What follows belongs to an exercise in optimizing a design on an open flow for small area, a short achievable clock period and few clock cycles per item; a production flow would make more cautious choices. Function was not checked in any run shown here: the RTL went through the layout flow alone.

**config.mk**
```make
export PLATFORM = sky130hd
export DESIGN_NAME = seq_mac_unit
export DESIGN_NICKNAME = seq_mac_unit
export VERILOG_FILES = /design/flow/design.v
export SDC_FILE = /design/flow/constraint.sdc
export NUM_CORES = 4
export LEC_CHECK = 0
export CAP_MARGIN = 20
export CORE_MARGIN = 2
export CORE_UTILIZATION = 50
export SETUP_SLACK_MARGIN = 5
export SLEW_MARGIN = 20
export SYNTH_HIERARCHICAL = 1
```
**constraint.sdc**
```tcl
create_clock -name core_clock -period 8.0 [get_ports {clk_i}]
set_input_delay 1.6000 -clock core_clock [delete_from_list [all_inputs] [get_ports {clk_i}]]
set_output_delay 1.6000 -clock core_clock [all_outputs]
set_load 0.01 [all_outputs]
```
**design.v**
```verilog
module seq_mac_unit (
    input  logic        clk_i,
    input  logic        rst_i,
    input  logic        MUL_Start_STRB_i,
    input  logic [81:0] a_i,
    input  logic [81:0] b_i,
    input  logic [81:0] acc_i,
    output logic        MUL_Done_STRB_o,
    output logic [81:0] out_o,
    output logic        busy_o
);
    localparam int K = 14;
    localparam int NSTEP = 3;
    localparam int CNTW = $clog2(NSTEP + 1);
    logic [40:0]  A_q;
    logic [42:0] B_q;       
    logic [81:0]  P_q;
    logic [41:0] c_q;
    logic         rc_q;
    logic [K-1:0] RC_q;
    logic         busy_q, done_q, fin_q;
    logic [CNTW-1:0] cnt_q;
    logic [6:0] x1_q, x2_q, neg_q;
    logic [6:0] x1_n, x2_n, neg_n;    
    logic [K:0] nb;
    logic [41:0] ax;
    assign ax = {A_q[40], A_q};
    logic [41:0] pp0;
    logic [41:0] pp1;
    logic [41:0] pp2;
    logic [41:0] pp3;
    logic [41:0] pp4;
    logic [41:0] pp5;
    logic [41:0] pp6;
    assign nb = busy_q ? B_q[28:14] : {b_i[13:0], 1'b0};
    assign x1_n[0]  = nb[0] ^ nb[1];
    assign x2_n[0]  = (nb[2] & ~nb[1] & ~nb[0]) | (~nb[2] & nb[1] & nb[0]);
    assign neg_n[0] = nb[2];
    assign pp0      = (({42{x1_q[0]}} & ax) | ({42{x2_q[0]}} & {ax[40:0], 1'b0})) ^ {42{neg_q[0]}};
    assign x1_n[1]  = nb[2] ^ nb[3];
    assign x2_n[1]  = (nb[4] & ~nb[3] & ~nb[2]) | (~nb[4] & nb[3] & nb[2]);
    assign neg_n[1] = nb[4];
    assign pp1      = (({42{x1_q[1]}} & ax) | ({42{x2_q[1]}} & {ax[40:0], 1'b0})) ^ {42{neg_q[1]}};
    assign x1_n[2]  = nb[4] ^ nb[5];
    assign x2_n[2]  = (nb[6] & ~nb[5] & ~nb[4]) | (~nb[6] & nb[5] & nb[4]);
    assign neg_n[2] = nb[6];
    assign pp2      = (({42{x1_q[2]}} & ax) | ({42{x2_q[2]}} & {ax[40:0], 1'b0})) ^ {42{neg_q[2]}};
    assign x1_n[3]  = nb[6] ^ nb[7];
    assign x2_n[3]  = (nb[8] & ~nb[7] & ~nb[6]) | (~nb[8] & nb[7] & nb[6]);
    assign neg_n[3] = nb[8];
    assign pp3      = (({42{x1_q[3]}} & ax) | ({42{x2_q[3]}} & {ax[40:0], 1'b0})) ^ {42{neg_q[3]}};
    assign x1_n[4]  = nb[8] ^ nb[9];
    assign x2_n[4]  = (nb[10] & ~nb[9] & ~nb[8]) | (~nb[10] & nb[9] & nb[8]);
    assign neg_n[4] = nb[10];
    assign pp4      = (({42{x1_q[4]}} & ax) | ({42{x2_q[4]}} & {ax[40:0], 1'b0})) ^ {42{neg_q[4]}};
    assign x1_n[5]  = nb[10] ^ nb[11];
    assign x2_n[5]  = (nb[12] & ~nb[11] & ~nb[10]) | (~nb[12] & nb[11] & nb[10]);
    assign neg_n[5] = nb[12];
    assign pp5      = (({42{x1_q[5]}} & ax) | ({42{x2_q[5]}} & {ax[40:0], 1'b0})) ^ {42{neg_q[5]}};
    assign x1_n[6]  = nb[12] ^ nb[13];
    assign x2_n[6]  = (nb[14] & ~nb[13] & ~nb[12]) | (~nb[14] & nb[13] & nb[12]);
    assign neg_n[6] = nb[14];
    assign pp6      = (({42{x1_q[6]}} & ax) | ({42{x2_q[6]}} & {ax[40:0], 1'b0})) ^ {42{neg_q[6]}};
    logic fs0, fc0, fs1, fc1, fs2, fc2, fs3, fc3, fs4, fc4, fs5, fc5, fs6, fc6, fs7, fc7, fs8, fc8, fs9, fc9, fs10, fc10, fs11, fc11, fs12, fc12, fs13, fc13, fs14, fc14, fs15, fc15, fs16, fc16, fs17, fc17, fs18, fc18, fs19, fc19, fs20, fc20, fs21, fc21, fs22, fc22, fs23, fc23, fs24, fc24, fs25, fc25, fs26, fc26, fs27, fc27, fs28, fc28, fs29, fc29, fs30, fc30, fs31, fc31, fs32, fc32, fs33, fc33, fs34, fc34, fs35, fc35, fs36, fc36, fs37, fc37, fs38, fc38, fs39, fc39, fs40, fc40, fs41, fc41, fs42, fc42, fs43, fc43, fs44, fc44, fs45, fc45, fs46, fc46, fs47, fc47, fs48, fc48, fs49, fc49, fs50, fc50, fs51, fc51, fs52, fc52, fs53, fc53, fs54, fc54, fs55, fc55, fs56, fc56, fs57, fc57, fs58, fc58, fs59, fc59, fs60, fc60, fs61, fc61, fs62, fc62, fs63, fc63, fs64, fc64, fs65, fc65, fs66, fc66, fs67, fc67, fs68, fc68, fs69, fc69, fs70, fc70, fs71, fc71, fs72, fc72, fs73, fc73, fs74, fc74, fs75, fc75, fs76, fc76, fs77, fc77, fs78, fc78, fs79, fc79, fs80, fc80, fs81, fc81, fs82, fc82, fs83, fc83, fs84, fc84, fs85, fc85, fs86, fc86, fs87, fc87, fs88, fc88, fs89, fc89, fs90, fc90, fs91, fc91, fs92, fc92, fs93, fc93, fs94, fc94, fs95, fc95, fs96, fc96, fs97, fc97, fs98, fc98, fs99, fc99, fs100, fc100, fs101, fc101, fs102, fc102, fs103, fc103, fs104, fc104, fs105, fc105, fs106, fc106, fs107, fc107, fs108, fc108, fs109, fc109, fs110, fc110, fs111, fc111, fs112, fc112, fs113, fc113, fs114, fc114, fs115, fc115, fs116, fc116, fs117, fc117, fs118, fc118, fs119, fc119, fs120, fc120, fs121, fc121, fs122, fc122, fs123, fc123, fs124, fc124, fs125, fc125, fs126, fc126, fs127, fc127, fs128, fc128, fs129, fc129, fs130, fc130, fs131, fc131, fs132, fc132, fs133, fc133, fs134, fc134, fs135, fc135, fs136, fc136, fs137, fc137, fs138, fc138, fs139, fc139, fs140, fc140, fs141, fc141, fs142, fc142, fs143, fc143, fs144, fc144, fs145, fc145, fs146, fc146, fs147, fc147, fs148, fc148, fs149, fc149, fs150, fc150, fs151, fc151, fs152, fc152, fs153, fc153, fs154, fc154, fs155, fc155, fs156, fc156, fs157, fc157, fs158, fc158, fs159, fc159, fs160, fc160, fs161, fc161, fs162, fc162, fs163, fc163, fs164, fc164, fs165, fc165, fs166, fc166, fs167, fc167, fs168, fc168, fs169, fc169, fs170, fc170, fs171, fc171, fs172, fc172, fs173, fc173, fs174, fc174, fs175, fc175, fs176, fc176, fs177, fc177, fs178, fc178, fs179, fc179, fs180, fc180, fs181, fc181, fs182, fc182, fs183, fc183, fs184, fc184, fs185, fc185, fs186, fc186, fs187, fc187, fs188, fc188, fs189, fc189, fs190, fc190, fs191, fc191, fs192, fc192, fs193, fc193, fs194, fc194, fs195, fc195, fs196, fc196, fs197, fc197, fs198, fc198, fs199, fc199, fs200, fc200, fs201, fc201, fs202, fc202, fs203, fc203, fs204, fc204, fs205, fc205, fs206, fc206, fs207, fc207, fs208, fc208, fs209, fc209, fs210, fc210, fs211, fc211, fs212, fc212, fs213, fc213, fs214, fc214, fs215, fc215, fs216, fc216, fs217, fc217, fs218, fc218, fs219, fc219, fs220, fc220, fs221, fc221, fs222, fc222, fs223, fc223, fs224, fc224, fs225, fc225, fs226, fc226, fs227, fc227, fs228, fc228, fs229, fc229, fs230, fc230, fs231, fc231, fs232, fc232, fs233, fc233, fs234, fc234, fs235, fc235, fs236, fc236, fs237, fc237, fs238, fc238, fs239, fc239, fs240, fc240, fs241, fc241, fs242, fc242, fs243, fc243, fs244, fc244, fs245, fc245, fs246, fc246, fs247, fc247, fs248, fc248, fs249, fc249, fs250, fc250, fs251, fc251, fs252, fc252, fs253, fc253, fs254, fc254, fs255, fc255, fs256, fc256, fs257, fc257, fs258, fc258, fs259, fc259, fs260, fc260, fs261, fc261, fs262, fc262, fs263, fc263, fs264, fc264, fs265, fc265, fs266, fc266, fs267, fc267, fs268, fc268, fs269, fc269, fs270, fc270, fs271, fc271, fs272, fc272, fs273, fc273, fs274, fc274, fs275, fc275, fs276, fc276, fs277, fc277, fs278, fc278, fs279, fc279, fs280, fc280, fs281, fc281, fs282, fc282, fs283, fc283, fs284, fc284, fs285, fc285, fs286, fc286, fs287, fc287, fs288, fc288, fs289, fc289, fs290, fc290, fs291, fc291, fs292, fc292, fs293, fc293, fs294, fc294, fs295, fc295, fs296, fc296, fs297, fc297, fs298, fc298, fs299, fc299, fs300, fc300, fs301, fc301, fs302, fc302, fs303, fc303, fs304, fc304, fs305, fc305, fs306, fc306, fs307, fc307, fs308, fc308, fs309, fc309, fs310, fc310, fs311, fc311, fs312, fc312, fs313, fc313, fs314, fc314, fs315, fc315, fs316, fc316, fs317, fc317, fs318, fc318, fs319, fc319, fs320, fc320, fs321, fc321, fs322, fc322, fs323, fc323, fs324, fc324, fs325, fc325, fs326, fc326, fs327, fc327, fs328, fc328, fs329, fc329, fs330, fc330, fs331, fc331, fs332, fc332, fs333, fc333, fs334, fc334, fs335, fc335, fs336, fc336, fs337, fc337, fs338, fc338, fs339, fc339, fs340, fc340, fs341, fc341, fs342, fc342;
    csa_ha ufs0 (.a(P_q[12]), .b(c_q[12]), .s(fs0), .co(fc0));
    csa_ha ufs1 (.a(P_q[13]), .b(c_q[13]), .s(fs1), .co(fc1));
    csa_ha ufs2 (.a(P_q[14]), .b(c_q[14]), .s(fs2), .co(fc2));
    csa_ha ufs3 (.a(P_q[15]), .b(c_q[15]), .s(fs3), .co(fc3));
    csa_ha ufs4 (.a(P_q[16]), .b(c_q[16]), .s(fs4), .co(fc4));
    csa_ha ufs5 (.a(P_q[17]), .b(c_q[17]), .s(fs5), .co(fc5));
    csa_ha ufs6 (.a(P_q[18]), .b(c_q[18]), .s(fs6), .co(fc6));
    csa_ha ufs7 (.a(P_q[19]), .b(c_q[19]), .s(fs7), .co(fc7));
    csa_ha ufs8 (.a(P_q[20]), .b(c_q[20]), .s(fs8), .co(fc8));
    csa_ha ufs9 (.a(P_q[21]), .b(c_q[21]), .s(fs9), .co(fc9));
    csa_ha ufs10 (.a(P_q[22]), .b(c_q[22]), .s(fs10), .co(fc10));
    csa_ha ufs11 (.a(P_q[23]), .b(c_q[23]), .s(fs11), .co(fc11));
    csa_ha ufs12 (.a(P_q[24]), .b(c_q[24]), .s(fs12), .co(fc12));
    csa_ha ufs13 (.a(P_q[25]), .b(c_q[25]), .s(fs13), .co(fc13));
    csa_ha ufs14 (.a(P_q[26]), .b(c_q[26]), .s(fs14), .co(fc14));
    csa_ha ufs15 (.a(P_q[27]), .b(c_q[27]), .s(fs15), .co(fc15));
    csa_ha ufs16 (.a(P_q[28]), .b(c_q[28]), .s(fs16), .co(fc16));
    csa_ha ufs17 (.a(P_q[29]), .b(c_q[29]), .s(fs17), .co(fc17));
    csa_ha ufs18 (.a(P_q[30]), .b(c_q[30]), .s(fs18), .co(fc18));
    csa_ha ufs19 (.a(P_q[31]), .b(c_q[31]), .s(fs19), .co(fc19));
    csa_ha ufs20 (.a(P_q[32]), .b(c_q[32]), .s(fs20), .co(fc20));
    csa_ha ufs21 (.a(P_q[33]), .b(c_q[33]), .s(fs21), .co(fc21));
    csa_ha ufs22 (.a(P_q[34]), .b(c_q[34]), .s(fs22), .co(fc22));
    csa_ha ufs23 (.a(P_q[35]), .b(c_q[35]), .s(fs23), .co(fc23));
    csa_ha ufs24 (.a(P_q[36]), .b(c_q[36]), .s(fs24), .co(fc24));
    csa_ha ufs25 (.a(P_q[37]), .b(c_q[37]), .s(fs25), .co(fc25));
    csa_ha ufs26 (.a(P_q[38]), .b(c_q[38]), .s(fs26), .co(fc26));
    csa_ha ufs27 (.a(P_q[39]), .b(c_q[39]), .s(fs27), .co(fc27));
    csa_ha ufs28 (.a(P_q[40]), .b(c_q[40]), .s(fs28), .co(fc28));
    csa_ha ufs29 (.a(P_q[41]), .b(c_q[41]), .s(fs29), .co(fc29));
    csa_ha ufs30 (.a(P_q[6]), .b(c_q[6]), .s(fs30), .co(fc30));
    csa_ha ufs31 (.a(P_q[7]), .b(c_q[7]), .s(fs31), .co(fc31));
    csa_fa ufs32 (.a(P_q[8]), .b(c_q[8]), .c(neg_q[4]), .s(fs32), .co(fc32));
    csa_ha ufs33 (.a(pp0[8]), .b(pp1[6]), .s(fs33), .co(fc33));
    csa_fa ufs34 (.a(P_q[9]), .b(c_q[9]), .c(pp0[9]), .s(fs34), .co(fc34));
    csa_ha ufs35 (.a(pp1[7]), .b(pp2[5]), .s(fs35), .co(fc35));
    csa_fa ufs36 (.a(P_q[10]), .b(c_q[10]), .c(neg_q[5]), .s(fs36), .co(fc36));
    csa_fa ufs37 (.a(pp0[10]), .b(pp1[8]), .c(pp2[6]), .s(fs37), .co(fc37));
    csa_ha ufs38 (.a(pp3[4]), .b(pp4[2]), .s(fs38), .co(fc38));
    csa_fa ufs39 (.a(P_q[11]), .b(c_q[11]), .c(pp0[11]), .s(fs39), .co(fc39));
    csa_fa ufs40 (.a(pp1[9]), .b(pp2[7]), .c(pp3[5]), .s(fs40), .co(fc40));
    csa_ha ufs41 (.a(pp4[3]), .b(pp5[1]), .s(fs41), .co(fc41));
    csa_fa ufs42 (.a(neg_q[6]), .b(fs0), .c(pp0[12]), .s(fs42), .co(fc42));
    csa_fa ufs43 (.a(pp1[10]), .b(pp2[8]), .c(pp3[6]), .s(fs43), .co(fc43));
    csa_fa ufs44 (.a(pp4[4]), .b(pp5[2]), .c(pp6[0]), .s(fs44), .co(fc44));
    csa_fa ufs45 (.a(fc0), .b(fs1), .c(pp0[13]), .s(fs45), .co(fc45));
    csa_fa ufs46 (.a(pp1[11]), .b(pp2[9]), .c(pp3[7]), .s(fs46), .co(fc46));
    csa_fa ufs47 (.a(pp4[5]), .b(pp5[3]), .c(pp6[1]), .s(fs47), .co(fc47));
    csa_fa ufs48 (.a(fc1), .b(fs2), .c(pp0[14]), .s(fs48), .co(fc48));
    csa_fa ufs49 (.a(pp1[12]), .b(pp2[10]), .c(pp3[8]), .s(fs49), .co(fc49));
    csa_fa ufs50 (.a(pp4[6]), .b(pp5[4]), .c(pp6[2]), .s(fs50), .co(fc50));
    csa_fa ufs51 (.a(fc2), .b(fs3), .c(pp0[15]), .s(fs51), .co(fc51));
    csa_fa ufs52 (.a(pp1[13]), .b(pp2[11]), .c(pp3[9]), .s(fs52), .co(fc52));
    csa_fa ufs53 (.a(pp4[7]), .b(pp5[5]), .c(pp6[3]), .s(fs53), .co(fc53));
    csa_fa ufs54 (.a(fc3), .b(fs4), .c(pp0[16]), .s(fs54), .co(fc54));
    csa_fa ufs55 (.a(pp1[14]), .b(pp2[12]), .c(pp3[10]), .s(fs55), .co(fc55));
    csa_fa ufs56 (.a(pp4[8]), .b(pp5[6]), .c(pp6[4]), .s(fs56), .co(fc56));
    csa_fa ufs57 (.a(fc4), .b(fs5), .c(pp0[17]), .s(fs57), .co(fc57));
    csa_fa ufs58 (.a(pp1[15]), .b(pp2[13]), .c(pp3[11]), .s(fs58), .co(fc58));
    csa_fa ufs59 (.a(pp4[9]), .b(pp5[7]), .c(pp6[5]), .s(fs59), .co(fc59));
    csa_fa ufs60 (.a(fc5), .b(fs6), .c(pp0[18]), .s(fs60), .co(fc60));
    csa_fa ufs61 (.a(pp1[16]), .b(pp2[14]), .c(pp3[12]), .s(fs61), .co(fc61));
    csa_fa ufs62 (.a(pp4[10]), .b(pp5[8]), .c(pp6[6]), .s(fs62), .co(fc62));
    csa_fa ufs63 (.a(fc6), .b(fs7), .c(pp0[19]), .s(fs63), .co(fc63));
    csa_fa ufs64 (.a(pp1[17]), .b(pp2[15]), .c(pp3[13]), .s(fs64), .co(fc64));
    csa_fa ufs65 (.a(pp4[11]), .b(pp5[9]), .c(pp6[7]), .s(fs65), .co(fc65));
    csa_fa ufs66 (.a(fc7), .b(fs8), .c(pp0[20]), .s(fs66), .co(fc66));
    csa_fa ufs67 (.a(pp1[18]), .b(pp2[16]), .c(pp3[14]), .s(fs67), .co(fc67));
    csa_fa ufs68 (.a(pp4[12]), .b(pp5[10]), .c(pp6[8]), .s(fs68), .co(fc68));
    csa_fa ufs69 (.a(fc8), .b(fs9), .c(pp0[21]), .s(fs69), .co(fc69));
    csa_fa ufs70 (.a(pp1[19]), .b(pp2[17]), .c(pp3[15]), .s(fs70), .co(fc70));
    csa_fa ufs71 (.a(pp4[13]), .b(pp5[11]), .c(pp6[9]), .s(fs71), .co(fc71));
    csa_fa ufs72 (.a(fc9), .b(fs10), .c(pp0[22]), .s(fs72), .co(fc72));
    csa_fa ufs73 (.a(pp1[20]), .b(pp2[18]), .c(pp3[16]), .s(fs73), .co(fc73));
    csa_fa ufs74 (.a(pp4[14]), .b(pp5[12]), .c(pp6[10]), .s(fs74), .co(fc74));
    csa_fa ufs75 (.a(fc10), .b(fs11), .c(pp0[23]), .s(fs75), .co(fc75));
    csa_fa ufs76 (.a(pp1[21]), .b(pp2[19]), .c(pp3[17]), .s(fs76), .co(fc76));
    csa_fa ufs77 (.a(pp4[15]), .b(pp5[13]), .c(pp6[11]), .s(fs77), .co(fc77));
    csa_fa ufs78 (.a(fc11), .b(fs12), .c(pp0[24]), .s(fs78), .co(fc78));
    csa_fa ufs79 (.a(pp1[22]), .b(pp2[20]), .c(pp3[18]), .s(fs79), .co(fc79));
    csa_fa ufs80 (.a(pp4[16]), .b(pp5[14]), .c(pp6[12]), .s(fs80), .co(fc80));
    csa_fa ufs81 (.a(fc12), .b(fs13), .c(pp0[25]), .s(fs81), .co(fc81));
    csa_fa ufs82 (.a(pp1[23]), .b(pp2[21]), .c(pp3[19]), .s(fs82), .co(fc82));
    csa_fa ufs83 (.a(pp4[17]), .b(pp5[15]), .c(pp6[13]), .s(fs83), .co(fc83));
    csa_fa ufs84 (.a(fc13), .b(fs14), .c(pp0[26]), .s(fs84), .co(fc84));
    csa_fa ufs85 (.a(pp1[24]), .b(pp2[22]), .c(pp3[20]), .s(fs85), .co(fc85));
    csa_fa ufs86 (.a(pp4[18]), .b(pp5[16]), .c(pp6[14]), .s(fs86), .co(fc86));
    csa_fa ufs87 (.a(fc14), .b(fs15), .c(pp0[27]), .s(fs87), .co(fc87));
    csa_fa ufs88 (.a(pp1[25]), .b(pp2[23]), .c(pp3[21]), .s(fs88), .co(fc88));
    csa_fa ufs89 (.a(pp4[19]), .b(pp5[17]), .c(pp6[15]), .s(fs89), .co(fc89));
    csa_fa ufs90 (.a(fc15), .b(fs16), .c(pp0[28]), .s(fs90), .co(fc90));
    csa_fa ufs91 (.a(pp1[26]), .b(pp2[24]), .c(pp3[22]), .s(fs91), .co(fc91));
    csa_fa ufs92 (.a(pp4[20]), .b(pp5[18]), .c(pp6[16]), .s(fs92), .co(fc92));
    csa_fa ufs93 (.a(fc16), .b(fs17), .c(pp0[29]), .s(fs93), .co(fc93));
    csa_fa ufs94 (.a(pp1[27]), .b(pp2[25]), .c(pp3[23]), .s(fs94), .co(fc94));
    csa_fa ufs95 (.a(pp4[21]), .b(pp5[19]), .c(pp6[17]), .s(fs95), .co(fc95));
    csa_fa ufs96 (.a(fc17), .b(fs18), .c(pp0[30]), .s(fs96), .co(fc96));
    csa_fa ufs97 (.a(pp1[28]), .b(pp2[26]), .c(pp3[24]), .s(fs97), .co(fc97));
    csa_fa ufs98 (.a(pp4[22]), .b(pp5[20]), .c(pp6[18]), .s(fs98), .co(fc98));
    csa_fa ufs99 (.a(fc18), .b(fs19), .c(pp0[31]), .s(fs99), .co(fc99));
    csa_fa ufs100 (.a(pp1[29]), .b(pp2[27]), .c(pp3[25]), .s(fs100), .co(fc100));
    csa_fa ufs101 (.a(pp4[23]), .b(pp5[21]), .c(pp6[19]), .s(fs101), .co(fc101));
    csa_fa ufs102 (.a(fc19), .b(fs20), .c(pp0[32]), .s(fs102), .co(fc102));
    csa_fa ufs103 (.a(pp1[30]), .b(pp2[28]), .c(pp3[26]), .s(fs103), .co(fc103));
    csa_fa ufs104 (.a(pp4[24]), .b(pp5[22]), .c(pp6[20]), .s(fs104), .co(fc104));
    csa_fa ufs105 (.a(fc20), .b(fs21), .c(pp0[33]), .s(fs105), .co(fc105));
    csa_fa ufs106 (.a(pp1[31]), .b(pp2[29]), .c(pp3[27]), .s(fs106), .co(fc106));
    csa_fa ufs107 (.a(pp4[25]), .b(pp5[23]), .c(pp6[21]), .s(fs107), .co(fc107));
    csa_fa ufs108 (.a(fc21), .b(fs22), .c(pp0[34]), .s(fs108), .co(fc108));
    csa_fa ufs109 (.a(pp1[32]), .b(pp2[30]), .c(pp3[28]), .s(fs109), .co(fc109));
    csa_fa ufs110 (.a(pp4[26]), .b(pp5[24]), .c(pp6[22]), .s(fs110), .co(fc110));
    csa_fa ufs111 (.a(fc22), .b(fs23), .c(pp0[35]), .s(fs111), .co(fc111));
    csa_fa ufs112 (.a(pp1[33]), .b(pp2[31]), .c(pp3[29]), .s(fs112), .co(fc112));
    csa_fa ufs113 (.a(pp4[27]), .b(pp5[25]), .c(pp6[23]), .s(fs113), .co(fc113));
    csa_fa ufs114 (.a(fc23), .b(fs24), .c(pp0[36]), .s(fs114), .co(fc114));
    csa_fa ufs115 (.a(pp1[34]), .b(pp2[32]), .c(pp3[30]), .s(fs115), .co(fc115));
    csa_fa ufs116 (.a(pp4[28]), .b(pp5[26]), .c(pp6[24]), .s(fs116), .co(fc116));
    csa_fa ufs117 (.a(fc24), .b(fs25), .c(pp0[37]), .s(fs117), .co(fc117));
    csa_fa ufs118 (.a(pp1[35]), .b(pp2[33]), .c(pp3[31]), .s(fs118), .co(fc118));
    csa_fa ufs119 (.a(pp4[29]), .b(pp5[27]), .c(pp6[25]), .s(fs119), .co(fc119));
    csa_fa ufs120 (.a(fc25), .b(fs26), .c(pp0[38]), .s(fs120), .co(fc120));
    csa_fa ufs121 (.a(pp1[36]), .b(pp2[34]), .c(pp3[32]), .s(fs121), .co(fc121));
    csa_fa ufs122 (.a(pp4[30]), .b(pp5[28]), .c(pp6[26]), .s(fs122), .co(fc122));
    csa_fa ufs123 (.a(fc26), .b(fs27), .c(pp0[39]), .s(fs123), .co(fc123));
    csa_fa ufs124 (.a(pp1[37]), .b(pp2[35]), .c(pp3[33]), .s(fs124), .co(fc124));
    csa_fa ufs125 (.a(pp4[31]), .b(pp5[29]), .c(pp6[27]), .s(fs125), .co(fc125));
    csa_fa ufs126 (.a(fc27), .b(fs28), .c(pp0[40]), .s(fs126), .co(fc126));
    csa_fa ufs127 (.a(pp1[38]), .b(pp2[36]), .c(pp3[34]), .s(fs127), .co(fc127));
    csa_fa ufs128 (.a(pp4[32]), .b(pp5[30]), .c(pp6[28]), .s(fs128), .co(fc128));
    csa_fa ufs129 (.a(fc28), .b(fs29), .c(~pp0[41]), .s(fs129), .co(fc129));
    csa_fa ufs130 (.a(pp1[39]), .b(pp2[37]), .c(pp3[35]), .s(fs130), .co(fc130));
    csa_fa ufs131 (.a(pp4[33]), .b(pp5[31]), .c(pp6[29]), .s(fs131), .co(fc131));
    csa_fa ufs132 (.a(P_q[42]), .b(1'b1), .c(fc29), .s(fs132), .co(fc132));
    csa_fa ufs133 (.a(pp1[40]), .b(pp2[38]), .c(pp3[36]), .s(fs133), .co(fc133));
    csa_fa ufs134 (.a(pp4[34]), .b(pp5[32]), .c(pp6[30]), .s(fs134), .co(fc134));
    csa_fa ufs135 (.a(P_q[43]), .b(~pp1[41]), .c(pp2[39]), .s(fs135), .co(fc135));
    csa_fa ufs136 (.a(pp3[37]), .b(pp4[35]), .c(pp5[33]), .s(fs136), .co(fc136));
    csa_fa ufs137 (.a(P_q[44]), .b(1'b1), .c(pp2[40]), .s(fs137), .co(fc137));
    csa_ha ufs138 (.a(pp3[38]), .b(pp4[36]), .s(fs138), .co(fc138));
    csa_fa ufs139 (.a(P_q[45]), .b(~pp2[41]), .c(pp3[39]), .s(fs139), .co(fc139));
    csa_ha ufs140 (.a(P_q[46]), .b(1'b1), .s(fs140), .co(fc140));
    csa_ha ufs141 (.a(P_q[2]), .b(c_q[2]), .s(fs141), .co(fc141));
    csa_ha ufs142 (.a(P_q[3]), .b(c_q[3]), .s(fs142), .co(fc142));
    csa_fa ufs143 (.a(P_q[4]), .b(c_q[4]), .c(neg_q[2]), .s(fs143), .co(fc143));
    csa_ha ufs144 (.a(pp0[4]), .b(pp1[2]), .s(fs144), .co(fc144));
    csa_fa ufs145 (.a(P_q[5]), .b(c_q[5]), .c(pp0[5]), .s(fs145), .co(fc145));
    csa_ha ufs146 (.a(pp1[3]), .b(pp2[1]), .s(fs146), .co(fc146));
    csa_fa ufs147 (.a(neg_q[3]), .b(fs30), .c(pp0[6]), .s(fs147), .co(fc147));
    csa_fa ufs148 (.a(pp1[4]), .b(pp2[2]), .c(pp3[0]), .s(fs148), .co(fc148));
    csa_fa ufs149 (.a(fc30), .b(fs31), .c(pp0[7]), .s(fs149), .co(fc149));
    csa_fa ufs150 (.a(pp1[5]), .b(pp2[3]), .c(pp3[1]), .s(fs150), .co(fc150));
    csa_fa ufs151 (.a(fc31), .b(fs32), .c(pp2[4]), .s(fs151), .co(fc151));
    csa_fa ufs152 (.a(pp3[2]), .b(pp4[0]), .c(fs33), .s(fs152), .co(fc152));
    csa_fa ufs153 (.a(fc32), .b(pp3[3]), .c(pp4[1]), .s(fs153), .co(fc153));
    csa_fa ufs154 (.a(fc33), .b(fs35), .c(fs34), .s(fs154), .co(fc154));
    csa_fa ufs155 (.a(fs36), .b(pp5[0]), .c(fc35), .s(fs155), .co(fc155));
    csa_fa ufs156 (.a(fs38), .b(fc34), .c(fs37), .s(fs156), .co(fc156));
    csa_fa ufs157 (.a(fc36), .b(fc38), .c(fs41), .s(fs157), .co(fc157));
    csa_fa ufs158 (.a(fc37), .b(fs39), .c(fs40), .s(fs158), .co(fc158));
    csa_fa ufs159 (.a(fc41), .b(fc39), .c(fc40), .s(fs159), .co(fc159));
    csa_fa ufs160 (.a(fs42), .b(fs43), .c(fs44), .s(fs160), .co(fc160));
    csa_fa ufs161 (.a(fc42), .b(fc43), .c(fc44), .s(fs161), .co(fc161));
    csa_fa ufs162 (.a(fs45), .b(fs46), .c(fs47), .s(fs162), .co(fc162));
    csa_fa ufs163 (.a(fc45), .b(fc46), .c(fc47), .s(fs163), .co(fc163));
    csa_fa ufs164 (.a(fs48), .b(fs49), .c(fs50), .s(fs164), .co(fc164));
    csa_fa ufs165 (.a(fc48), .b(fc49), .c(fc50), .s(fs165), .co(fc165));
    csa_fa ufs166 (.a(fs51), .b(fs52), .c(fs53), .s(fs166), .co(fc166));
    csa_fa ufs167 (.a(fc51), .b(fc52), .c(fc53), .s(fs167), .co(fc167));
    csa_fa ufs168 (.a(fs54), .b(fs55), .c(fs56), .s(fs168), .co(fc168));
    csa_fa ufs169 (.a(fc54), .b(fc55), .c(fc56), .s(fs169), .co(fc169));
    csa_fa ufs170 (.a(fs57), .b(fs58), .c(fs59), .s(fs170), .co(fc170));
    csa_fa ufs171 (.a(fc57), .b(fc58), .c(fc59), .s(fs171), .co(fc171));
    csa_fa ufs172 (.a(fs60), .b(fs61), .c(fs62), .s(fs172), .co(fc172));
    csa_fa ufs173 (.a(fc60), .b(fc61), .c(fc62), .s(fs173), .co(fc173));
    csa_fa ufs174 (.a(fs63), .b(fs64), .c(fs65), .s(fs174), .co(fc174));
    csa_fa ufs175 (.a(fc63), .b(fc64), .c(fc65), .s(fs175), .co(fc175));
    csa_fa ufs176 (.a(fs66), .b(fs67), .c(fs68), .s(fs176), .co(fc176));
    csa_fa ufs177 (.a(fc66), .b(fc67), .c(fc68), .s(fs177), .co(fc177));
    csa_fa ufs178 (.a(fs69), .b(fs70), .c(fs71), .s(fs178), .co(fc178));
    csa_fa ufs179 (.a(fc69), .b(fc70), .c(fc71), .s(fs179), .co(fc179));
    csa_fa ufs180 (.a(fs72), .b(fs73), .c(fs74), .s(fs180), .co(fc180));
    csa_fa ufs181 (.a(fc72), .b(fc73), .c(fc74), .s(fs181), .co(fc181));
    csa_fa ufs182 (.a(fs75), .b(fs76), .c(fs77), .s(fs182), .co(fc182));
    csa_fa ufs183 (.a(fc75), .b(fc76), .c(fc77), .s(fs183), .co(fc183));
    csa_fa ufs184 (.a(fs78), .b(fs79), .c(fs80), .s(fs184), .co(fc184));
    csa_fa ufs185 (.a(fc78), .b(fc79), .c(fc80), .s(fs185), .co(fc185));
    csa_fa ufs186 (.a(fs81), .b(fs82), .c(fs83), .s(fs186), .co(fc186));
    csa_fa ufs187 (.a(fc81), .b(fc82), .c(fc83), .s(fs187), .co(fc187));
    csa_fa ufs188 (.a(fs84), .b(fs85), .c(fs86), .s(fs188), .co(fc188));
    csa_fa ufs189 (.a(fc84), .b(fc85), .c(fc86), .s(fs189), .co(fc189));
    csa_fa ufs190 (.a(fs87), .b(fs88), .c(fs89), .s(fs190), .co(fc190));
    csa_fa ufs191 (.a(fc87), .b(fc88), .c(fc89), .s(fs191), .co(fc191));
    csa_fa ufs192 (.a(fs90), .b(fs91), .c(fs92), .s(fs192), .co(fc192));
    csa_fa ufs193 (.a(fc90), .b(fc91), .c(fc92), .s(fs193), .co(fc193));
    csa_fa ufs194 (.a(fs93), .b(fs94), .c(fs95), .s(fs194), .co(fc194));
    csa_fa ufs195 (.a(fc93), .b(fc94), .c(fc95), .s(fs195), .co(fc195));
    csa_fa ufs196 (.a(fs96), .b(fs97), .c(fs98), .s(fs196), .co(fc196));
    csa_fa ufs197 (.a(fc96), .b(fc97), .c(fc98), .s(fs197), .co(fc197));
    csa_fa ufs198 (.a(fs99), .b(fs100), .c(fs101), .s(fs198), .co(fc198));
    csa_fa ufs199 (.a(fc99), .b(fc100), .c(fc101), .s(fs199), .co(fc199));
    csa_fa ufs200 (.a(fs102), .b(fs103), .c(fs104), .s(fs200), .co(fc200));
    csa_fa ufs201 (.a(fc102), .b(fc103), .c(fc104), .s(fs201), .co(fc201));
    csa_fa ufs202 (.a(fs105), .b(fs106), .c(fs107), .s(fs202), .co(fc202));
    csa_fa ufs203 (.a(fc105), .b(fc106), .c(fc107), .s(fs203), .co(fc203));
    csa_fa ufs204 (.a(fs108), .b(fs109), .c(fs110), .s(fs204), .co(fc204));
    csa_fa ufs205 (.a(fc108), .b(fc109), .c(fc110), .s(fs205), .co(fc205));
    csa_fa ufs206 (.a(fs111), .b(fs112), .c(fs113), .s(fs206), .co(fc206));
    csa_fa ufs207 (.a(fc111), .b(fc112), .c(fc113), .s(fs207), .co(fc207));
    csa_fa ufs208 (.a(fs114), .b(fs115), .c(fs116), .s(fs208), .co(fc208));
    csa_fa ufs209 (.a(fc114), .b(fc115), .c(fc116), .s(fs209), .co(fc209));
    csa_fa ufs210 (.a(fs117), .b(fs118), .c(fs119), .s(fs210), .co(fc210));
    csa_fa ufs211 (.a(fc117), .b(fc118), .c(fc119), .s(fs211), .co(fc211));
    csa_fa ufs212 (.a(fs120), .b(fs121), .c(fs122), .s(fs212), .co(fc212));
    csa_fa ufs213 (.a(fc120), .b(fc121), .c(fc122), .s(fs213), .co(fc213));
    csa_fa ufs214 (.a(fs123), .b(fs124), .c(fs125), .s(fs214), .co(fc214));
    csa_fa ufs215 (.a(fc123), .b(fc124), .c(fc125), .s(fs215), .co(fc215));
    csa_fa ufs216 (.a(fs126), .b(fs127), .c(fs128), .s(fs216), .co(fc216));
    csa_fa ufs217 (.a(fc126), .b(fc127), .c(fc128), .s(fs217), .co(fc217));
    csa_fa ufs218 (.a(fs129), .b(fs130), .c(fs131), .s(fs218), .co(fc218));
    csa_fa ufs219 (.a(fs132), .b(fc129), .c(fc130), .s(fs219), .co(fc219));
    csa_fa ufs220 (.a(fc131), .b(fs133), .c(fs134), .s(fs220), .co(fc220));
    csa_fa ufs221 (.a(pp6[31]), .b(fc132), .c(fc133), .s(fs221), .co(fc221));
    csa_fa ufs222 (.a(fc134), .b(fs135), .c(fs136), .s(fs222), .co(fc222));
    csa_fa ufs223 (.a(pp5[34]), .b(pp6[32]), .c(fs138), .s(fs223), .co(fc223));
    csa_fa ufs224 (.a(fc135), .b(fc136), .c(fs137), .s(fs224), .co(fc224));
    csa_fa ufs225 (.a(pp4[37]), .b(pp5[35]), .c(pp6[33]), .s(fs225), .co(fc225));
    csa_fa ufs226 (.a(fc138), .b(fc137), .c(fs139), .s(fs226), .co(fc226));
    csa_fa ufs227 (.a(fs140), .b(pp3[40]), .c(pp4[38]), .s(fs227), .co(fc227));
    csa_fa ufs228 (.a(pp5[36]), .b(pp6[34]), .c(fc139), .s(fs228), .co(fc228));
    csa_fa ufs229 (.a(P_q[47]), .b(fc140), .c(~pp3[41]), .s(fs229), .co(fc229));
    csa_fa ufs230 (.a(pp4[39]), .b(pp5[37]), .c(pp6[35]), .s(fs230), .co(fc230));
    csa_fa ufs231 (.a(P_q[48]), .b(1'b1), .c(pp4[40]), .s(fs231), .co(fc231));
    csa_ha ufs232 (.a(pp5[38]), .b(pp6[36]), .s(fs232), .co(fc232));
    csa_fa ufs233 (.a(P_q[49]), .b(~pp4[41]), .c(pp5[39]), .s(fs233), .co(fc233));
    csa_ha ufs234 (.a(P_q[50]), .b(1'b1), .s(fs234), .co(fc234));
    csa_ha ufs235 (.a(P_q[0]), .b(c_q[0]), .s(fs235), .co(fc235));
    csa_ha ufs236 (.a(P_q[1]), .b(c_q[1]), .s(fs236), .co(fc236));
    csa_fa ufs237 (.a(neg_q[1]), .b(fs141), .c(pp0[2]), .s(fs237), .co(fc237));
    csa_fa ufs238 (.a(fc141), .b(fs142), .c(pp0[3]), .s(fs238), .co(fc238));
    csa_fa ufs239 (.a(fc142), .b(fs143), .c(pp2[0]), .s(fs239), .co(fc239));
    csa_fa ufs240 (.a(fc143), .b(fc144), .c(fs146), .s(fs240), .co(fc240));
    csa_fa ufs241 (.a(fc146), .b(fc145), .c(fs147), .s(fs241), .co(fc241));
    csa_fa ufs242 (.a(fc147), .b(fc148), .c(fs149), .s(fs242), .co(fc242));
    csa_fa ufs243 (.a(fc149), .b(fc150), .c(fs151), .s(fs243), .co(fc243));
    csa_fa ufs244 (.a(fc151), .b(fs153), .c(fc152), .s(fs244), .co(fc244));
    csa_fa ufs245 (.a(fc153), .b(fs155), .c(fc154), .s(fs245), .co(fc245));
    csa_fa ufs246 (.a(fc155), .b(fs157), .c(fc156), .s(fs246), .co(fc246));
    csa_fa ufs247 (.a(fc157), .b(fs159), .c(fc158), .s(fs247), .co(fc247));
    csa_fa ufs248 (.a(fc159), .b(fs161), .c(fc160), .s(fs248), .co(fc248));
    csa_fa ufs249 (.a(fc161), .b(fs163), .c(fc162), .s(fs249), .co(fc249));
    csa_fa ufs250 (.a(fc163), .b(fs165), .c(fc164), .s(fs250), .co(fc250));
    csa_fa ufs251 (.a(fc165), .b(fs167), .c(fc166), .s(fs251), .co(fc251));
    csa_fa ufs252 (.a(fc167), .b(fs169), .c(fc168), .s(fs252), .co(fc252));
    csa_fa ufs253 (.a(fc169), .b(fs171), .c(fc170), .s(fs253), .co(fc253));
    csa_fa ufs254 (.a(fc171), .b(fs173), .c(fc172), .s(fs254), .co(fc254));
    csa_fa ufs255 (.a(fc173), .b(fs175), .c(fc174), .s(fs255), .co(fc255));
    csa_fa ufs256 (.a(fc175), .b(fs177), .c(fc176), .s(fs256), .co(fc256));
    csa_fa ufs257 (.a(fc177), .b(fs179), .c(fc178), .s(fs257), .co(fc257));
    csa_fa ufs258 (.a(fc179), .b(fs181), .c(fc180), .s(fs258), .co(fc258));
    csa_fa ufs259 (.a(fc181), .b(fs183), .c(fc182), .s(fs259), .co(fc259));
    csa_fa ufs260 (.a(fc183), .b(fs185), .c(fc184), .s(fs260), .co(fc260));
    csa_fa ufs261 (.a(fc185), .b(fs187), .c(fc186), .s(fs261), .co(fc261));
    csa_fa ufs262 (.a(fc187), .b(fs189), .c(fc188), .s(fs262), .co(fc262));
    csa_fa ufs263 (.a(fc189), .b(fs191), .c(fc190), .s(fs263), .co(fc263));
    csa_fa ufs264 (.a(fc191), .b(fs193), .c(fc192), .s(fs264), .co(fc264));
    csa_fa ufs265 (.a(fc193), .b(fs195), .c(fc194), .s(fs265), .co(fc265));
    csa_fa ufs266 (.a(fc195), .b(fs197), .c(fc196), .s(fs266), .co(fc266));
    csa_fa ufs267 (.a(fc197), .b(fs199), .c(fc198), .s(fs267), .co(fc267));
    csa_fa ufs268 (.a(fc199), .b(fs201), .c(fc200), .s(fs268), .co(fc268));
    csa_fa ufs269 (.a(fc201), .b(fs203), .c(fc202), .s(fs269), .co(fc269));
    csa_fa ufs270 (.a(fc203), .b(fs205), .c(fc204), .s(fs270), .co(fc270));
    csa_fa ufs271 (.a(fc205), .b(fs207), .c(fc206), .s(fs271), .co(fc271));
    csa_fa ufs272 (.a(fc207), .b(fs209), .c(fc208), .s(fs272), .co(fc272));
    csa_fa ufs273 (.a(fc209), .b(fs211), .c(fc210), .s(fs273), .co(fc273));
    csa_fa ufs274 (.a(fc211), .b(fs213), .c(fc212), .s(fs274), .co(fc274));
    csa_fa ufs275 (.a(fc213), .b(fs215), .c(fc214), .s(fs275), .co(fc275));
    csa_fa ufs276 (.a(fc215), .b(fs217), .c(fc216), .s(fs276), .co(fc276));
    csa_fa ufs277 (.a(fc217), .b(fs219), .c(fc218), .s(fs277), .co(fc277));
    csa_fa ufs278 (.a(fc219), .b(fs221), .c(fc220), .s(fs278), .co(fc278));
    csa_fa ufs279 (.a(fs223), .b(fc221), .c(fc222), .s(fs279), .co(fc279));
    csa_fa ufs280 (.a(fs225), .b(fc223), .c(fc224), .s(fs280), .co(fc280));
    csa_fa ufs281 (.a(fc225), .b(fs227), .c(fs228), .s(fs281), .co(fc281));
    csa_fa ufs282 (.a(fc227), .b(fs229), .c(fs230), .s(fs282), .co(fc282));
    csa_fa ufs283 (.a(fs232), .b(fc229), .c(fc230), .s(fs283), .co(fc283));
    csa_fa ufs284 (.a(pp6[37]), .b(fc232), .c(fc231), .s(fs284), .co(fc284));
    csa_fa ufs285 (.a(fs234), .b(pp5[40]), .c(pp6[38]), .s(fs285), .co(fc285));
    csa_fa ufs286 (.a(P_q[51]), .b(fc234), .c(~pp5[41]), .s(fs286), .co(fc286));
    csa_ha ufs287 (.a(P_q[52]), .b(1'b1), .s(fs287), .co(fc287));
    csa_fa ufs288 (.a(neg_q[0]), .b(fs235), .c(pp0[0]), .s(fs288), .co(fc288));
    csa_fa ufs289 (.a(fc235), .b(fs236), .c(pp0[1]), .s(fs289), .co(fc289));
    csa_fa ufs290 (.a(fc236), .b(pp1[0]), .c(fs237), .s(fs290), .co(fc290));
    csa_fa ufs291 (.a(pp1[1]), .b(fc237), .c(fs238), .s(fs291), .co(fc291));
    csa_fa ufs292 (.a(fs144), .b(fc238), .c(fs239), .s(fs292), .co(fc292));
    csa_fa ufs293 (.a(fc239), .b(fs145), .c(fs240), .s(fs293), .co(fc293));
    csa_fa ufs294 (.a(fs148), .b(fc240), .c(fs241), .s(fs294), .co(fc294));
    csa_fa ufs295 (.a(fs150), .b(fc241), .c(fs242), .s(fs295), .co(fc295));
    csa_fa ufs296 (.a(fs152), .b(fc242), .c(fs243), .s(fs296), .co(fc296));
    csa_fa ufs297 (.a(fc243), .b(fs154), .c(fs244), .s(fs297), .co(fc297));
    csa_fa ufs298 (.a(fs156), .b(fc244), .c(fs245), .s(fs298), .co(fc298));
    csa_fa ufs299 (.a(fs158), .b(fc245), .c(fs246), .s(fs299), .co(fc299));
    csa_fa ufs300 (.a(fs160), .b(fc246), .c(fs247), .s(fs300), .co(fc300));
    csa_fa ufs301 (.a(fs162), .b(fc247), .c(fs248), .s(fs301), .co(fc301));
    csa_fa ufs302 (.a(fs164), .b(fc248), .c(fs249), .s(fs302), .co(fc302));
    csa_fa ufs303 (.a(fs166), .b(fc249), .c(fs250), .s(fs303), .co(fc303));
    csa_fa ufs304 (.a(fs168), .b(fc250), .c(fs251), .s(fs304), .co(fc304));
    csa_fa ufs305 (.a(fs170), .b(fc251), .c(fs252), .s(fs305), .co(fc305));
    csa_fa ufs306 (.a(fs172), .b(fc252), .c(fs253), .s(fs306), .co(fc306));
    csa_fa ufs307 (.a(fs174), .b(fc253), .c(fs254), .s(fs307), .co(fc307));
    csa_fa ufs308 (.a(fs176), .b(fc254), .c(fs255), .s(fs308), .co(fc308));
    csa_fa ufs309 (.a(fs178), .b(fc255), .c(fs256), .s(fs309), .co(fc309));
    csa_fa ufs310 (.a(fs180), .b(fc256), .c(fs257), .s(fs310), .co(fc310));
    csa_fa ufs311 (.a(fs182), .b(fc257), .c(fs258), .s(fs311), .co(fc311));
    csa_fa ufs312 (.a(fs184), .b(fc258), .c(fs259), .s(fs312), .co(fc312));
    csa_fa ufs313 (.a(fs186), .b(fc259), .c(fs260), .s(fs313), .co(fc313));
    csa_fa ufs314 (.a(fs188), .b(fc260), .c(fs261), .s(fs314), .co(fc314));
    csa_fa ufs315 (.a(fs190), .b(fc261), .c(fs262), .s(fs315), .co(fc315));
    csa_fa ufs316 (.a(fs192), .b(fc262), .c(fs263), .s(fs316), .co(fc316));
    csa_fa ufs317 (.a(fs194), .b(fc263), .c(fs264), .s(fs317), .co(fc317));
    csa_fa ufs318 (.a(fs196), .b(fc264), .c(fs265), .s(fs318), .co(fc318));
    csa_fa ufs319 (.a(fs198), .b(fc265), .c(fs266), .s(fs319), .co(fc319));
    csa_fa ufs320 (.a(fs200), .b(fc266), .c(fs267), .s(fs320), .co(fc320));
    csa_fa ufs321 (.a(fs202), .b(fc267), .c(fs268), .s(fs321), .co(fc321));
    csa_fa ufs322 (.a(fs204), .b(fc268), .c(fs269), .s(fs322), .co(fc322));
    csa_fa ufs323 (.a(fs206), .b(fc269), .c(fs270), .s(fs323), .co(fc323));
    csa_fa ufs324 (.a(fs208), .b(fc270), .c(fs271), .s(fs324), .co(fc324));
    csa_fa ufs325 (.a(fs210), .b(fc271), .c(fs272), .s(fs325), .co(fc325));
    csa_fa ufs326 (.a(fs212), .b(fc272), .c(fs273), .s(fs326), .co(fc326));
    csa_fa ufs327 (.a(fs214), .b(fc273), .c(fs274), .s(fs327), .co(fc327));
    csa_fa ufs328 (.a(fs216), .b(fc274), .c(fs275), .s(fs328), .co(fc328));
    csa_fa ufs329 (.a(fs218), .b(fc275), .c(fs276), .s(fs329), .co(fc329));
    csa_fa ufs330 (.a(fs220), .b(fc276), .c(fs277), .s(fs330), .co(fc330));
    csa_fa ufs331 (.a(fs222), .b(fc277), .c(fs278), .s(fs331), .co(fc331));
    csa_fa ufs332 (.a(fs224), .b(fc278), .c(fs279), .s(fs332), .co(fc332));
    csa_fa ufs333 (.a(fs226), .b(fc279), .c(fs280), .s(fs333), .co(fc333));
    csa_fa ufs334 (.a(fc226), .b(fc280), .c(fs281), .s(fs334), .co(fc334));
    csa_fa ufs335 (.a(fc228), .b(fs282), .c(fc281), .s(fs335), .co(fc335));
    csa_fa ufs336 (.a(fs231), .b(fs283), .c(fc282), .s(fs336), .co(fc336));
    csa_fa ufs337 (.a(fs233), .b(fc283), .c(fs284), .s(fs337), .co(fc337));
    csa_fa ufs338 (.a(fc233), .b(fs285), .c(fc284), .s(fs338), .co(fc338));
    csa_fa ufs339 (.a(pp6[39]), .b(fc285), .c(fs286), .s(fs339), .co(fc339));
    csa_fa ufs340 (.a(fs287), .b(pp6[40]), .c(fc286), .s(fs340), .co(fc340));
    csa_fa ufs341 (.a(P_q[53]), .b(fc287), .c(~pp6[41]), .s(fs341), .co(fc341));
    csa_ha ufs342 (.a(P_q[54]), .b(1'b1), .s(fs342), .co(fc342));
    logic [55:0] cs_s, cs_c;
    assign cs_s = {1'b0, fc341, fc340, fc339, fc338, fc337, fc336, fc335, fc334, fc333, fc332, fc331, fc330, fc329, fc328, fc327, fc326, fc325, fc324, fc323, fc322, fc321, fc320, fc319, fc318, fc317, fc316, fc315, fc314, fc313, fc312, fc311, fc310, fc309, fc308, fc307, fc306, fc305, fc304, fc303, fc302, fc301, fc300, fc299, fc298, fc297, fc296, fc295, fc294, fc293, fc292, fc291, fc290, fc289, fc288, fs288};
    assign cs_c = {fc342, fs342, fs341, fs340, fs339, fs338, fs337, fs336, fs335, fs334, fs333, fs332, fs331, fs330, fs329, fs328, fs327, fs326, fs325, fs324, fs323, fs322, fs321, fs320, fs319, fs318, fs317, fs316, fs315, fs314, fs313, fs312, fs311, fs310, fs309, fs308, fs307, fs306, fs305, fs304, fs303, fs302, fs301, fs300, fs299, fs298, fs297, fs296, fs295, fs294, fs293, fs292, fs291, fs290, fs289, 1'b0};
    logic [53:0] X;
    assign X = {P_q[39:0], P_q[81:68]} + {c_q[39:0], RC_q[13:1], rc_q};
    wire rc_n = X[14] ^ P_q[0] ^ c_q[0];
    wire last = (cnt_q == CNTW'(NSTEP - 1));
    logic [81:0] P_step;
    always_comb begin
        P_step = {cs_s[13], cs_s[12], cs_s[11], cs_s[10], cs_s[9], cs_s[8], cs_s[7], cs_s[6], cs_s[5], cs_s[4], cs_s[3], cs_s[2], cs_s[1], cs_s[0], X[13], X[12], X[11], X[10], X[9], X[8], X[7], X[6], X[5], X[4], X[3], X[2], X[1], X[0], P_q[67], P_q[66], P_q[65], P_q[64], P_q[63], P_q[62], P_q[61], P_q[60], P_q[59], P_q[58], P_q[57], P_q[56], P_q[55], cs_s[54], cs_s[53], cs_s[52], cs_s[51], cs_s[50], cs_s[49], cs_s[48], cs_s[47], cs_s[46], cs_s[45], cs_s[44], cs_s[43], cs_s[42], cs_s[41], cs_s[40], cs_s[39], cs_s[38], cs_s[37], cs_s[36], cs_s[35], cs_s[34], cs_s[33], cs_s[32], cs_s[31], cs_s[30], cs_s[29], cs_s[28], cs_s[27], cs_s[26], cs_s[25], cs_s[24], cs_s[23], cs_s[22], cs_s[21], cs_s[20], cs_s[19], cs_s[18], cs_s[17], cs_s[16], cs_s[15], cs_s[14]};
            P_step[40] = last ? P_q[54] : cs_s[54];
    end
    always_ff @(posedge clk_i or posedge rst_i) begin
        if (rst_i) begin
            busy_q <= 1'b0;
            done_q <= 1'b0;
            fin_q  <= 1'b0;
            cnt_q  <= '0;
        end else begin
            done_q <= fin_q;
            fin_q  <= busy_q & ~fin_q & last;
            if (busy_q) begin
                busy_q <= ~fin_q;
                cnt_q  <= cnt_q + CNTW'(1);
            end else begin
                busy_q <= MUL_Start_STRB_i;
                cnt_q  <= '0;
            end
        end
    end
    always_ff @(posedge clk_i) begin
        if (busy_q) begin
            B_q  <= {{K{1'b0}}, B_q[42:K]};
            c_q  <= cs_c[55:K];
            rc_q <= rc_n;
            RC_q <= cs_c[13:0];
            x1_q <= x1_n;
            x2_q <= x2_n;
            neg_q <= neg_n;
            if (fin_q) begin
                P_q[39:0] <= X[53:14];
                P_q[81:68] <= X[13:0];
            end else begin
                P_q <= P_step;
            end
        end else begin
            A_q  <= a_i[40:0];
            B_q  <= {{1{b_i[40]}}, b_i[40:0], 1'b0};
            c_q  <= 42'(1) << 41;
            rc_q <= 1'b0;
            RC_q <= '0;
            x1_q <= x1_n;
            x2_q <= x2_n;
            neg_q <= neg_n;
            if (MUL_Start_STRB_i) P_q <= acc_i;
        end
    end
    assign out_o = {P_q[39:0], P_q[81:40]};
    assign MUL_Done_STRB_o = done_q;
    assign busy_o = busy_q;
endmodule
module csa_fa (input logic a, b, c, output logic s, co);
    assign s  = a ^ b ^ c;
    assign co = (a & b) | (a & c) | (b & c);
endmodule
module csa_ha (input logic a, b, output logic s, co);
    assign s  = a ^ b;
    assign co = a & b;
endmodule
```
**run.sh**
```bash
#!/bin/bash
# synth_recipe.tcl (not shown) runs the flow's synth.tcl, then flattens the netlist and writes it again
# the make line also repeats each setting of config.mk as NAME=value (left out here)
make -C /OpenROAD-flow-scripts/flow DESIGN_CONFIG=/design/flow/config.mk WORK_HOME=/design/flow/orfs CLKGATE_MAP_FILE= SYNTH_SCRIPT=/design/flow/synth_recipe.tcl finish
```
==> impl_metrics.yaml, run 1 <==
global_route:
  antenna_found_initial: 3
  grt_pass1_vias: 22367
  grt_max_degree: 89
  grt_usage_pct: 45.1
  grt_overflow: 0
  grt_pass1_wl_um: 153000
logic_synthesis:
  ys_seq_elements: 232
  synth_area_mm2: 0.0230
  yosysSeqAreaShare_pct: 25.7
  yosys_warnings: 7
  synth_top_area_share_pct: 25.8
  synth_edf_count: 123
  ys_top_cells_by_area: "fa_1, edfxtp_1, xnor2_1, a22oi_1, dfxtp_1"
  synth.avg_cell_area_um2: 10.9
  synthArstFlopShare_pct: 2.16
  synth_cell_type_count: 57
  ys.flop_type: "edfxtp_1"
  synth_top_area_cell: "fa_1"
  syn_inst: 2097
sta:
  hold_viol_final: 0
  worst_pin_slew_ns: 1.03
  post-route-period-util_pct: 44.0
  skew_ns: 0.0198
  hold_slack_ns: 0.449
  grt_setup_unrepaired: "yes"
  layout_min_cycle_time_ns: 3.52
  finalSetupTns_ns: 0
  finalSetupViolations: 0
  max_freq_mhz: 284
  slew_violations: 0
  slew_headroom_pct: 31.5
drt:
  vias_per_cell: 6.60
  first_pass_iters: 6
  routedWlPerCell_um: 34.0
  drtAntennaViolNets: 0
  route.detailed.drc: 0
  vias: 21341
  drt-total-wl_um: 110000
  first_iter_violations: 2499
place:
  place_congestion: 0.970
  dp_cells: 2801
  io_buffers: 250
  dpl.hpwl_um: 58300
setup_path:
  critPathArrivalTime_ns: 3.86
  crit_top_cell: "fa_2"
  cp_max_fo: 5
  critPathCaptureType: "flip-flop"
  startpoint_type: "flip-flop"
  cp_top_family: "adder cells"
  path_class: "flip-flop to flip-flop"
  path_cells: "buf_4, buf_6, buf_16, a22oi_2, xnor2_2, fa_2, fa_2, fa_2, fa_2, mux2i_1, a21oi_1"
  cp.required_ns: 8.34
  crit_slowest_cell: "fa_2"
  cpPeakStageDelay_ns: 0.49
  cp_num_buf_inv: 3
run:
  cap_violations: 0
floorplanning:
  num_rows: 78
  die_y_um: 218
  initial_core_util_pct: 50.6
  die_area_mm2: 0.0476
  die_x_um: 218
  ioPinCount: 333
  core_area_mm2: 0.0454
finish:
  final_cells: 3233
  fin_nets: 3253
  fill_cells: 2834
  final_core_util_pct: 77.5
  layout_commonest_cell: "fa_2"
  seq_area_mm2: 0.00598
  drive_gt1_share_pct: 46.3
  area_growth_pct: 53.3
  multi_input_area_mm2: 0.0196
  layout_common_cells: "fa_2, xnor2_1, a22oi_2"
clocking:
  cts_tree: "done"
  clock_path_buffers: 3
  htreeDepth: 1
  cts.sinks: 232
  clockRootBuffer: "clkbuf_16"
  path_clk_slew_ns: 0.07
  clk_latency_ns: 0.63
  cts_buffers: 31
hold_path:
  worstHoldPathType: "flip-flop to flip-flop"
status:
  status: "finished clean"
[flip-flops by register name, indices dropped and copies added (netlist names)]
signal  count
x2_q        7
B_q        28
A_q        41
neg_q       6
fin_q       1
x1_q        7
RC_q       13
c_q        42
busy_q      1
done_q      1
P_q        82
cnt_q       2
rc_q        1
[cells by family after synthesis]
logic type               count (synthesis)  synth area share, %
multiplexers                            92                 4.23
buffers and inverters                  201                 3.29
other                                    1               0.0163
adder cells (fa/ha/maj)                398                 31.4
XOR/XNOR                               353                 13.5
AO/OA/AOI/OAI                          538                 15.9
AND/OR/NAND/NOR                        282                 5.98
flip-flops                             232                 25.7
[stage by stage]
step / instance area [µm²] / worst slack, ns
global placement: 26600 / 3.72
detailed placement: 26600 / 3.72
CTS: 33800 / 4.54
finish: 35200 / 4.48
floorplan: 24600 / 4.77
global route: 35200 / 4.43
[area by class of cell]
class | instances | area share (%)
Multi-Input combinational cell | 1670 | 55.6
Timing Repair Buffer | 651 | 22.1
Sequential cell | 232 | 17.0
Clock buffer | 37 | 2.44
Tap cell | 600 | 2.13
Clock inverter | 21 | 0.480
Inverter | 20 | 0.217
Antenna cell | 2 | 0.0142
[cell usage after synthesis, drive strengths merged (22+ instances only)]
master  instances
ha            102
xor2           29
a21o           31
dfxtp         104
nor2           86
edfxtp        123
a22oi         286
o21ai          51
buf            22
a21oi         112
clkbuf        159
mux2           40
fa            296
nand2          65
xnor2         324
and2           60
mux2i          52
[routing by layer]
metal | vias up | track usage, % | share of wire (%)
li1 | 8463 | - | -
met5 | - | 0 | 0.012
met3 | 549 | 15.0 | 13
met1 | 10573 | 55.6 | 35
met4 | 2 | 30.7 | 8.7
met2 | 1754 | 67.2 | 43
[per-module statistics from Yosys (local to each module, per instance)]
| module | flops+latches | cells | cell area [µm²] |
|---|---|---|---|
| csa_fa | 0 | 1 | 20.0 |
| seq_mac_unit | 232 | 1754 | 16500 |
| csa_ha | 0 | 1 | 12.5 |
[path summary, 6_finish.rpt]
path | startpoint | cells after the start | endpoint | slack, ns
min | B_q[41] | 2 | B_q[27] | 0.45
min reg2reg | B_q[41] | 2 | B_q[27] | 0.45
max in group asynchronous | rst_i | 2 | busy_q | 6.60
max reg2reg | x2_q[3] | 11 | P_q[24] | 4.48
min in group asynchronous | rst_i | 2 | done_q | 1.20
max | x2_q[3] | 11 | P_q[24] | 4.48
[worst min-delay path: cells and delay by family (launching register included)]
kind	cells	cell delay, ns
compound gates	1	0.06
flops	1	0.31
simple gates	1	0.05
[timing repair]
action	4_1_cts	5_1_grt
endpoints found under the setup margin	265	112
hold buffers	0	0
resized for setup	701	183
hold endpoints to repair	0	0
gates cloned	42	7
buffers inserted	285	38
pin swaps	220	204
==> run 2, diff against run 1 <==
--- a/config.mk
+++ b/config.mk
@@ -8,6 +8,6 @@
 export CAP_MARGIN = 20
 export CORE_MARGIN = 2
 export CORE_UTILIZATION = 50
-export SETUP_SLACK_MARGIN = 5
+export SETUP_SLACK_MARGIN = 4.2
 export SLEW_MARGIN = 20
 export SYNTH_HIERARCHICAL = 1
==> impl_metrics.yaml, run 2 <==
status:
  status: "finished clean"
global_route:
  grt_use_met3_pct: 6.71
  grt_overflow: 0
  grt_usage_pct: 34.8
  grt_util_met2_pct: 56.7
  grt_pass1_wl_um: 122000
  grt_max_degree: 158
  busiest_layer: "met2"
  grt_util_met1_pct: 45.9
  antenna_found_initial: 4
  grt_pass1_vias: 18974
setup_path:
  cp.required_ns: 8.35
  cp_num_buf_inv: 1
  critPathCaptureType: "flip-flop"
  path_class: "flip-flop to flip-flop"
  path_cells: "buf_8, xnor2_1, fa_1, fa_1, fa_1, fa_1, o21ai_0, a21oi_1, a21o_1"
  reg2regPathDepth: 9
  crit_slowest_cell: "dfxtp_4"
  cp-startpoint: "neg_q[4]"
  cpPeakStageDelay_ns: 0.56
  crit_top_cell: "fa_1"
  r2r_end: "P_q[9]"
  endpoint: "P_q[9]"
  critPathArrivalTime_ns: 4.13
  cp_top_family: "adder cells"
  cp_num_cells: 9
  cp_max_fo: 28
  worstReg2RegStart: "neg_q[4]"
  startpoint_type: "flip-flop"
  ff2ff_setup_slack_ns: 4.22
place:
  pre_cts_ws_ns: 3.49
  io_buffers: 250
  dpl.hpwl_um: 56700
  place_congestion: 0.953
floorplanning:
  num_rows: 78
  die_area_mm2: 0.0476
  ioPinCount: 333
  die_y_um: 218
  core_area_mm2: 0.0454
  die_x_um: 218
  initial_core_util_pct: 50.6
sta:
  slew_headroom_pct: 31.5
  skew_ns: 0.0123
  finalSetupViolations: 0
  layout_min_cycle_time_ns: 3.78
  finalSetupTns_ns: 0
  grt_setup_unrepaired: "yes"
  max_freq_mhz: 264
  setup_slack_ns: 4.22
  hold_viol_final: 0
  worst_pin_slew_ns: 1.03
  post-route-period-util_pct: 47.3
  slew_violations: 0
logic_synthesis:
  synth_compound_area_share_pct: 15.9
  synth_top_area_share_pct: 25.8
  ys_top_cells_by_area: "fa_1, edfxtp_1, xnor2_1, a22oi_1, dfxtp_1"
  syn_inst: 2097
  yosysSeqAreaShare_pct: 25.7
  synth_top_family_by_area: "adder cells"
  synth_xor_area_share_pct: 13.5
  synth_common_cells: "xnor2_1, fa_1, a22oi_1, clkbuf_1, edfxtp_1"
  synth_edf_count: 123
  ys.flop_type: "edfxtp_1"
  yosys.area_share.simple_pct: 5.98
  synth.avg_cell_area_um2: 10.9
  synth_cell_type_count: 57
  synth_area_mm2: 0.0230
  synthArstFlopShare_pct: 2.16
  yosys.area_share.adder_pct: 31.4
  ys_seq_elements: 232
  yosys_warnings: 7
  synth.mux.area_fraction_pct: 4.23
  synth_top_area_cell: "fa_1"
  synth.most_common_cell: "xnor2_1"
drt:
  vias: 18456
  first_iter_violations: 1747
  drt-total-wl_um: 83300
  route.detailed.drc: 0
  first_pass_iters: 5
  routedWlPerCell_um: 28.4
  vias_per_cell: 6.30
  drtAntennaViolNets: 0
finish:
  largestRegisters: "P_q: 82 flops, c_q: 42 flops, A_q: 41 flops"
  largest_register: "P_q"
  area_growth_pct: 21.7
  drive_gt1_share_pct: 9.89
  layout_commonest_cell: "xnor2_1"
  layout_common_cells: "xnor2_1, fa_1, a22oi_1"
  final_core_util_pct: 61.6
  fin_nets: 2950
  largest_reg_flops: 82
hold_path:
  worstHoldPathType: "flip-flop to flip-flop"
run:
  cap_violations: 0
clocking:
  htreeDepth: 1
  cts_tree: "done"
  cts_buffers: 29
  holdBufCountCts: 0
  path_clk_slew_ns: 0.06
  clockRootBuffer: "clkbuf_16"
  clk_latency_ns: 0.60
  clock_path_buffers: 3
  cts.sinks: 232
run 2: cell counts after synthesis:
No cell type changed its count.
run 2: worst min-delay path by stage:
stage	start	end	slack, ns	cells past startpoint
3_3_place_gp	cnt_q[0]	cnt_q[0]	0.41	1
3_5_place_dp	cnt_q[0]	cnt_q[0]	0.41	1
2_1_floorplan	fin_q	done_q	0.37	0
4_1_cts	cnt_q[0]	cnt_q[0]	0.42	1
5_1_grt	cnt_q[0]	cnt_q[0]	0.44	1
6_report	cnt_q[0]	cnt_q[0]	0.42	1
run 2: cell families (layout without fill, tap and decap cells):
group,count (synthesis),in the layout
flops,232,232
fa+ha+maj,398,398
other cells,1,10
buf+inv,201,423
xor+xnor,353,353
compound gates,538,538
simple gates,282,282
mux,92,92
run 2: per-stage QoR:
| stage | hold slack (ns) | cells | instance area, µm² |
|---|---|---|---|
| 2_1_floorplan | 0.372 | 2103 | 23000 |
| 3_3_place_gp | 0.407 | 2798 | 25800 |
| 6_report | 0.418 | 2928 | 27900 |
| 5_1_grt | 0.442 | 2927 | 27900 |
| 3_5_place_dp | 0.411 | 2798 | 25800 |
| 4_1_cts | 0.419 | 2872 | 27100 |
run 2: modules after synthesis (local to each module, per instance):
module | cell area, µm² | flip-flops and latches
csa_fa | 20.0 | 0
csa_ha | 12.5 | 0
seq_mac_unit | 16500 | 232
run 2: what timing repair did:
item	4_1_cts	5_1_grt
pin swaps	0	3
buffers inserted	21	53
resized for setup	39	32
setup endpoints to repair	64	28
run 2: worst register-to-register path: stages, from the launching register on:
cell and delay [ns]:
dfxtp_4 0.56, buf_8 0.40, xnor2_1 0.20, fa_1 0.47, fa_1 0.53, fa_1 0.44, fa_1 0.38, o21ai_0 0.24
a21oi_1 0.12, a21o_1 0.21
run 2: final cells by class:
class | count | area [µm²]
Antenna cell | 3 | 7.51
Clock buffer | 38 | 842
Clock inverter | 15 | 106
Fill cell | 3776 | 17400
Inverter | 20 | 75.1
Multi-Input combinational cell | 1670 | 16400
Sequential cell | 232 | 5930
Tap cell | 600 | 751
Timing Repair Buffer | 350 | 3820
run 2: per-layer routing:
layer  wire (µm)  share of wire (%)
met5           0                  0
met4        3340                4.0
met3        6500                7.8
met2       39500                 47
met1       33900                 41

## port drivers added, routing unchanged
How much do the figures lean on ideal ports? The routed layouts below were timed once more, with nothing changed but the port constraints.
Step 1 sets driving cells, clkbuf_16 on the clock port and buf_2 on the other inputs (assumed; they add their load-dependent delay and slew).
Step 2, shift: input delay + t, output delay - t, t = (earliest + latest rising clock arrival at the registers) / 2. This alone moves slack from input paths to output paths.
a / b / c = no drivers / after step 1 / after step 2; a / b = the first two.
run	t, ns	slack for setup (ns)	worst hold slack (ns)	clock arrival spread, ns	worst data-port slew with drivers (ns)
run 1	0.678	4.482 / 4.482 / 4.482	0.449 / 0.449 / 0.449	0.020 / 0.020	0.07
run 2	0.649	4.218 / 4.218 / 4.113	0.418 / 0.418 / 0.418	0.013 / 0.012	0.08
After both steps setup and hold are still met in every run listed. For run 2, which loses most, drivers alone change the setup slack by 0.000 ns; drivers and shift together by -0.105 ns.
